This design comes from an exercise in tuning for small area, a short achievable clock period and few clock cycles on the open sky130 flow, not from production work. The RTL was checked by simulation tests, not by an equivalence proof against the original design.

## ntt_pe_core
module ntt_pe_core #(
  parameter int DATA_SIZE_ARB = 13,
  parameter int RING_SIZE     = 16
) (
  input  logic                         clk,
  input  logic                         reset,
  input  logic                         valid,
  input  logic [DATA_SIZE_ARB-1:0]     din,
  input  logic [DATA_SIZE_ARB-1:0]     q,
  input  logic [DATA_SIZE_ARB-1:0]     twiddle_i,
  output logic [$clog2(RING_SIZE)-1:0] tw_addr,
  output logic                         busy,
  output logic [DATA_SIZE_ARB-1:0]     dout,
  output logic                         dout_valid,
  output logic                         done
);
Size in the first run: ~3900 cells after synthesis, roughly 580 flip-flops, about 62 I/O pins.
==> flow/config.mk <==
export PLATFORM = sky130hd
export DESIGN_NAME = ntt_pe_core
export DESIGN_NICKNAME = ntt_pe_core
export VERILOG_FILES = /design/flow/design.v
export SDC_FILE = /design/flow/constraint.sdc
export NUM_CORES = 4
export LEC_CHECK = 0
export CAP_MARGIN = 20
export CORE_MARGIN = 2
export CORE_UTILIZATION = 65
export CTS_BUF_LIST = sky130_fd_sc_hd__clkbuf_8
export CTS_CLUSTER_SIZE = 30
export SLEW_MARGIN = 20
==> flow/constraint.sdc <==
create_clock -name core_clock -period 100.0 [get_ports {clk}]
set_input_delay 20.0000 -clock core_clock [delete_from_list [all_inputs] [get_ports {clk}]]
set_output_delay 20.0000 -clock core_clock [all_outputs]
set_load 0.01 [all_outputs]
standard.sh (not shown) runs the stock make flow with config.mk's settings and CLKGATE_MAP_FILE= SYNTH_SCRIPT=/design/flow/synth_recipe.tcl, a recipe that flattens the netlist after the stock synthesis.
==> flow/flow/run.sh <==
#!/bin/bash
# The standard layout, with a plain buffer (buf_2) on every port instead of the
# delay-cell buffer that buffer_ports picks by itself.
set -euo pipefail
export BUFFER_PORTS_ARGS="-buffer_cell sky130_fd_sc_hd__buf_2"
bash standard.sh > standard_flow.log 2>&1
Testbench counts at the start, summed over its fixed seeds: cycles 3,424.
Then changed:
--- a/flow/design.v
+++ b/flow/design.v
@@ -58,20 +58,20 @@
     bs1  = {1'b0, br0} - {2'b0, qm, 1'b0};
     br1  = bs1[15] ? br0 : bs1[14:0];
     bs2  = {1'b0, br1} - {3'b0, qm};
     bres = bs2[15] ? br1[W-1:0] : bs2[W-1:0];
   end
   logic [3:0]   cnt_in;    
   logic         acc;
+  assign acc = valid && !busy;
   logic [W-1:0] xr;        
   logic [W-1:0] xs;        
   logic [W-1:0] d1 [8];    
   logic         ev;        
   logic [3:0]   xi;        
-  assign acc = valid && !(ev && xi == 4'd15);
   logic [2:0]   dv_cnt;
   logic         dv_run;
   logic [13:0]  dv_r;
   logic [14:0]  dv_q;
   logic [W-1:0] dv_qn;
   assign qm = dv_qn;
   logic [3:0]   zq;
@@ -135,42 +135,43 @@
   logic [W-1:0] dl8 [8];
   logic         e2s, e2d;  
   logic [W-1:0] xa, xb;
   assign e2s = e1 && n1[2];
   assign e2d = mv2 && nm2[2];
   always_comb begin
     xs  = xr << zq;
+    s1  = madd(d1[7], xs, qm);
+    dd1 = msub(d1[7], xs, qm);
     gsel = 2'(tau - 5'd6);
     case (gsel)
       2'd0: begin e0 = rp[3];  e1v = rp[2];  e2v = rp[1];  e3v = rp[0];  end
       2'd1: begin e0 = rpd[3]; e1v = rpd[2]; e2v = rpd[1]; e3v = rpd[0]; end
       2'd2: begin e0 = rq[3];  e1v = rq[2];  e2v = rq[1];  e3v = rq[0];  end
       default: begin e0 = rqd[3]; e1v = rqd[1]; e2v = rqd[0]; e3v = mr; end
     endcase
-    xa = e2d ? rpd[3] : (tau == 5'd11) ? rqd[2] : e0;
-    xb = e2d ? mr : (tau == 5'd11) ? rqd[0] : e2v;
+    xa = e2d ? rpd[3] : e0;
+    xb = e2d ? mr : e2v;
     f0 = madd(xa, xb, qm);
     f2 = msub(xa, xb, qm);
-    f1 = madd(e1 ? d1[7] : e1v, e1 ? xs : e3v, qm);
-    s1 = f1;
+    f1 = madd(e1v, e3v, qm);
     ua = e2s ? rp[3] : (tau >= 5'd10) ? e0 : f0;
     ub = e2s ? s1 : (tau >= 5'd10) ? mr : f1;
     ox  = madd(ua, ub, qm);
     ox8 = msub(ua, ub, qm);
     p2  = ox;
     q2  = ox8;
     p2d = f0;
     q2d = f2;
     case (2'(tau - 5'd8))
       2'd0: begin g1 = rp[2];  g3 = rp[0];  end
       2'd1: begin g1 = rpd[2]; g3 = rpd[0]; end
-      default: begin g1 = rq[2];  g3 = rq[0];  end
+      2'd2: begin g1 = rq[2];  g3 = rq[0];  end
+      default: begin g1 = rqd[2]; g3 = rqd[0]; end
     endcase
-    dq  = msub(e1 ? d1[7] : g1, e1 ? xs : g3, qm);
-    dd1 = dq;
+    dq = msub(g1, g3, qm);
   end
   function automatic logic [3:0] tw_of(input logic [4:0] t);
     case (t)
       5'd1, 5'd4: tw_of = 4'd2;
       5'd2, 5'd5: tw_of = 4'd4;
       5'd3, 5'd6: tw_of = 4'd6;
       default:    tw_of = 4'd4;
@@ -202,15 +203,14 @@
       rqd[0] <= mr;
     end
     if (e1 && n1 != 3'd0) ma <= dd1;
     else begin
       case (tau)
         5'd2, 5'd3, 5'd4: ma <= rq[2];
         5'd5, 5'd6, 5'd7: ma <= rqd[2];
-        5'd11: ma <= f2;
         default: ma <= dq;
       endcase
     end
     case (tau)
       5'd6: rp[3]  <= f2;
       5'd7: rpd[3] <= f2;
       5'd8: rq[3]  <= f2;
Outcome: Register-to-register slack loses 1.0 ns. Sequential share of layout area is lower by 0.71 points. Die area is higher by about 3%. Final area is higher by 2.2%. Hold slack gains 0.0087 ns. Non-clock buffer count is lower by 19. Synthesized cell count is higher by about 2.3%. Clock skew hardly moves. Synthesized area is higher by about 3%. Critical path depth stays the same. Via count is higher by about 0.8%.
Testbench counts after the change, summed over its fixed seeds: cycles 3,424.

-- what the ideal ports hide --
Ports are ideal in the flow. The routed layouts listed here were re-timed in OpenROAD.
Step 1, drivers: a clkbuf_16 drives clk and a buf_2 each remaining input, both assumed.
Step 2 also shifts input and output timing later by t, the mid clock arrival at the registers, as if the neighbouring blocks saw the same clock.
Slacks: no drivers / after step 1 / after step 2; pairs: no drivers / after step 1.
run	t (ns)	setup slack, ns	worst setup path at the end
the first run	0.794	78.796 / 78.730 / 78.895	input to register
the second run	0.744	78.820 / 78.762 / 78.872	register to register
After both steps setup and hold are still met in every run listed.
